This design comes from an exercise in tuning for small area, a short achievable clock period and few clock cycles on the open sky130 flow, not from production work.
Power figures rest on the tool's default switching activity, not on a simulated workload.

== middle ==
==> flow/design.v <==
package acc_drain_requant_pkg;
    localparam int ACC_WIDTH   = 32;    
    localparam int ACT_WIDTH   = 8;     
    localparam int REQ_SCALE_W = 16;    
    localparam int REQ_SHIFT_W = 5;     
    localparam int PROD_W      = ACC_WIDTH + REQ_SCALE_W;   
endpackage
import acc_drain_requant_pkg::*;
module acc_drain_requant_requant_stage (
    input  logic                 clk,
    input  logic [ACC_WIDTH-1:0] acc_i,
    input  logic                 ovf_i,
    input  logic [8:0]           b_one_i,      
    input  logic [8:0]           b_two_i,
    input  logic [8:0]           b_neg_i,
    input  logic [3:0]           sh_hi_i,      
    input  logic [7:0]           sh_lo_i,      
    input  logic [REQ_SHIFT_W-1:0] shift_i,    
    output logic [ACT_WIDTH-1:0] data_o,
    output logic                 sat_o
);
    localparam int W = PROD_W;
    logic [33:0]  ax;
    logic [8:0]   b_one, b_two, b_neg;
    logic [33:0]  r [9];
    logic [W-1:0] pp [9];
    always_comb begin
        ax = {{2{acc_i[31]}}, acc_i};
        b_one = b_one_i;
        b_two = b_two_i;
        b_neg = b_neg_i;
        for (int j = 0; j < 9; j++) begin
            for (int i = 0; i < 34; i++) begin
                r[j][i] = ((b_one[j] & ax[i]) | (b_two[j] & ((i == 0) ? 1'b0 : ax[i-1]))) ^ b_neg[j];
            end
        end
        pp[0] = '0;
        pp[0][32:0] = r[0][32:0];
        pp[0][33] = r[0][33];
        pp[0][34] = r[0][33];
        pp[0][35] = ~r[0][33];
        for (int i = 36; i < W; i += 2) pp[0][i] = 1'b1;
        for (int j = 1; j < 9; j++) begin
            pp[j] = '0;
            for (int i = 0; i < 33; i++) if (2*j + i < W) pp[j][2*j+i] = r[j][i];
            if (2*j + 33 < W) pp[j][2*j+33] = ~r[j][33];
            pp[j][2*j-2] = b_neg[j-1];
        end
    end
    function automatic logic [2*W-1:0] csa(input logic [W-1:0] x, input logic [W-1:0] y,
                                           input logic [W-1:0] z);
        logic [W-1:0] s, c;
        s = x ^ y ^ z;
        c = ((x & y) | (x & z) | (y & z)) << 1;
        csa = {c, s};
    endfunction
    logic [W-1:0] l1 [6];
    logic [W-1:0] l2 [4];
    logic [W-1:0] l3 [3];
    always_comb begin
        for (int g = 0; g < 3; g++) {l1[2*g+1], l1[2*g]} = csa(pp[3*g], pp[3*g+1], pp[3*g+2]);
        for (int g = 0; g < 2; g++) {l2[2*g+1], l2[2*g]} = csa(l1[3*g], l1[3*g+1], l1[3*g+2]);
        {l3[1], l3[0]} = csa(l2[0], l2[1], l2[2]);
        l3[2] = l2[3];
    end
    logic [W-1:0] a_r_q [3];
    logic         a_ovf_q, a_neg_q;
    always_ff @(posedge clk) begin
        for (int k = 0; k < 3; k++) a_r_q[k] <= l3[k];
        a_ovf_q <= ovf_i;
        a_neg_q <= acc_i[ACC_WIDTH-1];
    end
    logic [W-1:0] l4 [2];
    logic [W-1:0] b_p_q;
    logic         b_ovf_q, b_neg_q;
    logic [W-1:0] pg_g [7];
    logic [W-1:0] pg_p [7];
    logic [W-1:0] sum_b;
    always_comb begin
        {l4[1], l4[0]} = csa(a_r_q[0], a_r_q[1], a_r_q[2]);
        pg_g[0] = l4[0] & l4[1];
        pg_p[0] = l4[0] ^ l4[1];
        for (int lv = 0; lv < 6; lv++) begin
            for (int i = 0; i < W; i++) begin
                if ((i >> lv) & 1) begin
                    pg_g[lv+1][i] = pg_g[lv][i] | (pg_p[lv][i] & pg_g[lv][((i >> lv) << lv) - 1]);
                    pg_p[lv+1][i] = pg_p[lv][i] & pg_p[lv][((i >> lv) << lv) - 1];
                end else begin
                    pg_g[lv+1][i] = pg_g[lv][i];
                    pg_p[lv+1][i] = pg_p[lv][i];
                end
            end
        end
        sum_b[0] = pg_p[0][0];
        for (int i = 1; i < W; i++) sum_b[i] = pg_p[0][i] ^ pg_g[6][i-1];
    end
    always_ff @(posedge clk) begin
        b_p_q   <= sum_b;
        b_ovf_q <= a_ovf_q;
        b_neg_q <= a_neg_q;
    end
    logic [W:0]          v;
    logic [16:0]         y;
    logic [9:0]          w;
    logic [10:0]         qq;
    logic [9:0]          q;
    logic [W-1:0]        mask;
    logic                ext_ok, in_rng, neg;
    always_comb begin
        v = {b_p_q, 1'b0};
        for (int j = 0; j < 17; j++) begin
            y[j] = (sh_hi_i[0] & v[j]) | (sh_hi_i[1] & v[j+8]) |
                   (sh_hi_i[2] & v[j+16]) | (sh_hi_i[3] & v[j+24]);
        end
        for (int i = 0; i < 10; i++) begin
            w[i] = |(sh_lo_i & y[i +: 8]);
        end
        for (int j = 0; j < W; j++) mask[j] = (j >= 8) && (j - 8 >= int'(shift_i));
        neg    = b_p_q[W-1];
        ext_ok = ~|((b_p_q ^ {W{neg}}) & mask);
        qq     = {w[9], w} + 11'd1;
        q      = qq[10:1];
        in_rng = ext_ok && (q[9:7] == 3'b000 || q[9:7] == 3'b111);
        if (b_ovf_q) begin
            data_o = b_neg_q ? 8'h80 : 8'h7f;
            sat_o  = 1'b1;
        end else if (in_rng) begin
            data_o = q[7:0];
            sat_o  = 1'b0;
        end else begin
            data_o = neg ? 8'h80 : 8'h7f;
            sat_o  = 1'b1;
        end
    end
endmodule
import acc_drain_requant_pkg::*;
module acc_drain_requant (
    input  logic                   clk,
    input  logic                   rst_n,
    input  logic                   start,
    input  logic [16*ACC_WIDTH-1:0] acc_in,
    input  logic [15:0]            ovf_in,
    input  logic [REQ_SCALE_W-1:0] scale,
    input  logic [REQ_SHIFT_W-1:0] shift,
    output logic                   clear_acc,
    output logic                   busy,
    output logic                   done,
    output logic signed [ACT_WIDTH-1:0] out_data,
    output logic                   out_valid,
    input  logic                   out_ready,
    output logic                   out_last,
    output logic                   out_sat
);
    localparam int N = 16;
    logic                   busy_q, clear_q, done_q;
    logic [3:0]             head_q;
    logic [4:0]             nxt_q, want_q;
    logic                   v1_q, v2_q;
    logic [3:0]             i1_q, i2_q;
    logic [ACC_WIDTH:0]     ring_q [N];
    logic [8:0]             b_one_q, b_two_q, b_neg_q;
    logic [REQ_SHIFT_W-1:0] shift_q;
    logic [3:0]             sh_hi_q;
    logic [7:0]             sh_lo_q;
    logic                   ld_q;
    logic                   ov_n_q;      
    logic [17:0]            sx;
    logic accept, issue, out_free, arrive, load, drop, last_xfer;
    logic [ACT_WIDTH-1:0] res_data;
    logic                 res_sat;
    assign sx        = {2'b00, scale};
    assign busy      = busy_q;
    assign clear_acc = clear_q;
    assign done      = done_q;
    assign accept    = start & ld_q;
    assign issue     = ~ld_q & ~nxt_q[4] & (head_q == nxt_q[3:0]);
    assign out_free  = ov_n_q | out_ready;
    assign arrive    = ~ld_q & v2_q & ({1'b0, i2_q} == want_q);
    assign load      = arrive & out_free;
    assign drop      = arrive & ~out_free;
    assign last_xfer = ~ov_n_q & out_ready & want_q[4];
    always_ff @(posedge clk) begin
        for (int i = 0; i < N; i++) begin
            ring_q[i] <= ld_q ? {ovf_in[i], acc_in[i*ACC_WIDTH +: ACC_WIDTH]} : ring_q[(i + 1) % N];
        end
        if (ld_q) begin
            for (int j = 0; j < 9; j++) begin
                b_neg_q[j] <= sx[2*j+1];
                b_one_q[j] <= sx[2*j] ^ ((j == 0) ? 1'b0 : sx[2*j-1]);
                b_two_q[j] <= (sx[2*j+1] & ~sx[2*j] & ~((j == 0) ? 1'b0 : sx[2*j-1])) |
                              (~sx[2*j+1] & sx[2*j] & ((j == 0) ? 1'b0 : sx[2*j-1]));
            end
            shift_q <= shift;
        end
        for (int j = 0; j < 4; j++) sh_hi_q[j] <= (shift_q[4:3] == 2'(j));
        for (int j = 0; j < 8; j++) sh_lo_q[j] <= (shift_q[2:0] == 3'(j));
    end
    always_ff @(posedge clk or negedge rst_n) begin
        if (!rst_n) begin
            busy_q    <= 1'b0;
            ld_q      <= 1'b1;
            clear_q   <= 1'b0;
            done_q    <= 1'b0;
            head_q    <= '0;
            nxt_q     <= '0;
            want_q    <= '0;
            v1_q      <= 1'b0;
            v2_q      <= 1'b0;
            out_valid <= 1'b0;
            ov_n_q    <= 1'b1;
        end else begin
            clear_q <= accept;
            done_q  <= last_xfer;
            if (accept) begin
                busy_q <= 1'b1;
                ld_q   <= 1'b0;
            end else if (last_xfer) begin
                busy_q <= 1'b0;
                ld_q   <= 1'b1;
            end
            head_q <= ld_q ? 4'd0 : head_q + 4'd1;
            if (ld_q)         nxt_q <= '0;
            else if (drop)   nxt_q <= want_q;
            else if (issue)  nxt_q <= nxt_q + 5'd1;
            if (ld_q)         want_q <= '0;
            else if (load)   want_q <= want_q + 5'd1;
            v1_q <= issue;
            v2_q <= v1_q;
            if (load) begin
                out_valid <= 1'b1;
                ov_n_q    <= 1'b0;
            end else if (out_ready) begin
                out_valid <= 1'b0;
                ov_n_q    <= 1'b1;
            end
        end
    end
    always_ff @(posedge clk) begin
        i1_q <= nxt_q[3:0];
        i2_q <= i1_q;
        if (out_free) begin
            out_data <= res_data;
            out_sat  <= res_sat;
            out_last <= (i2_q == 4'd15);
        end
    end
    acc_drain_requant_requant_stage u_stage (
        .clk     (clk),
        .acc_i   (ring_q[0][ACC_WIDTH-1:0]),
        .ovf_i   (ring_q[0][ACC_WIDTH]),
        .b_one_i (b_one_q),
        .b_two_i (b_two_q),
        .b_neg_i (b_neg_q),
        .sh_hi_i (sh_hi_q),
        .sh_lo_i (sh_lo_q),
        .shift_i (shift_q),
        .data_o  (res_data),
        .sat_o   (res_sat)
    );
endmodule
export LEC_CHECK = 0
export CAP_MARGIN = 20
export CORE_MARGIN = 2
export CORE_UTILIZATION = 60
export SLEW_MARGIN = 20
create_clock -name core_clock -period 10.0 [get_ports {clk}]
standard.sh (not shown) runs the stock make flow with config.mk's settings and CLKGATE_MAP_FILE= SYNTH_SCRIPT=/design/flow/synth_recipe.tcl, a recipe that flattens the netlist after the stock synthesis.
==> flow/flow/run.sh <==
#!/bin/bash
# Own layout flow: the standard ORFS flow (standard.sh), with these changes to how the
# layout is made:
#  - ports are buffered with sky130_fd_sc_hd__buf_1 instead of the default port buffer cell
#  - repair_timing (post-CTS and post-global-route) aims for extra setup slack (flow/margin.txt),
#    so the optimiser keeps improving the critical paths below the 10 ns clock period
#  - optional clock-tree-synthesis arguments (flow/cts_args.txt)
# Make's full output goes to standard_make.log here; ORFS's per-step logs stay under orfs/logs.
set -euo pipefail
MARGIN=$(cat flow/margin.txt 2>/dev/null || echo 6.5)
ARGS=("BUFFER_PORTS_ARGS=-buffer_cell sky130_fd_sc_hd__buf_1" "SETUP_SLACK_MARGIN=${MARGIN}")
if [[ -s flow/cts_args.txt ]]; then
  ARGS+=("CTS_ARGS=$(cat flow/cts_args.txt)")
fi
bash standard.sh "${ARGS[@]}" finish > standard_make.log 2>&1
==> flow/flow/cts_args.txt <==
-sink_clustering_enable -repair_clock_nets -sink_clustering_size 20 -sink_clustering_max_diameter 100 -buf_list sky130_fd_sc_hd__clkbuf_16 -dont_use_dummy_load
==> flow/flow/margin.txt <==
7.0
middle finished every stage and its layout cleared the timing, DRC and antenna checks.
Setup changes, middle to south
- a change of CORE_UTILIZATION from 60 to 40
==> comparison <==
south against middle; post-placement cell area is up slightly.
There was hardly any difference in internal power summed over all cells between south and middle.
[compare] base=middle new=south: global placement routability congestion shows a reduction of about 6%, number of buffers created by CTS level, number of cells traversed by the worst hold path did not really move, fraction of area in multi-input gates now smaller, sum of met2 wire segment lengths after detailed routing picked up an extra 4.8%.
For placed instance count, dividing the value from middle by the value from south gives 0.912.
The worst setup margin of south is lower than that of middle.
Function was not checked in any run of this note: the RTL went through the layout flow alone.

afterwards: timing with drivers on the ports:
No port has a modelled driver above. Below, the same layouts with a new extraction and two added sets of constraints.
Step 1 (the two cells are an assumption about what drives the block):
set clk [get_ports {clk}]
set_driving_cell -lib_cell sky130_fd_sc_hd__clkbuf_16 $clk
set_driving_cell -lib_cell sky130_fd_sc_hd__buf_2 [delete_from_list [all_inputs] $clk]
Step 2 times the ports against the registers' clock, not the clock port: input delays grow and output delays shrink by t, the midpoint of the rising clock arrivals with the driver on.
Slacks: ideal / step 1 / step 2; pairs: ideal / step 1.
| run | shift t [ns] | setup WS [ns] | pins driven straight from the clock port |
|---|---|---|---|
| middle | 0.648 | 6.760 / 6.760 / 6.686 | 1 |
| south | 0.661 | 6.718 / 6.718 / 6.718 | 1 |
After both steps setup and hold are still met in every run listed. For middle, which loses most, drivers alone change the setup slack by 0.000 ns; drivers and shift together by -0.074 ns.
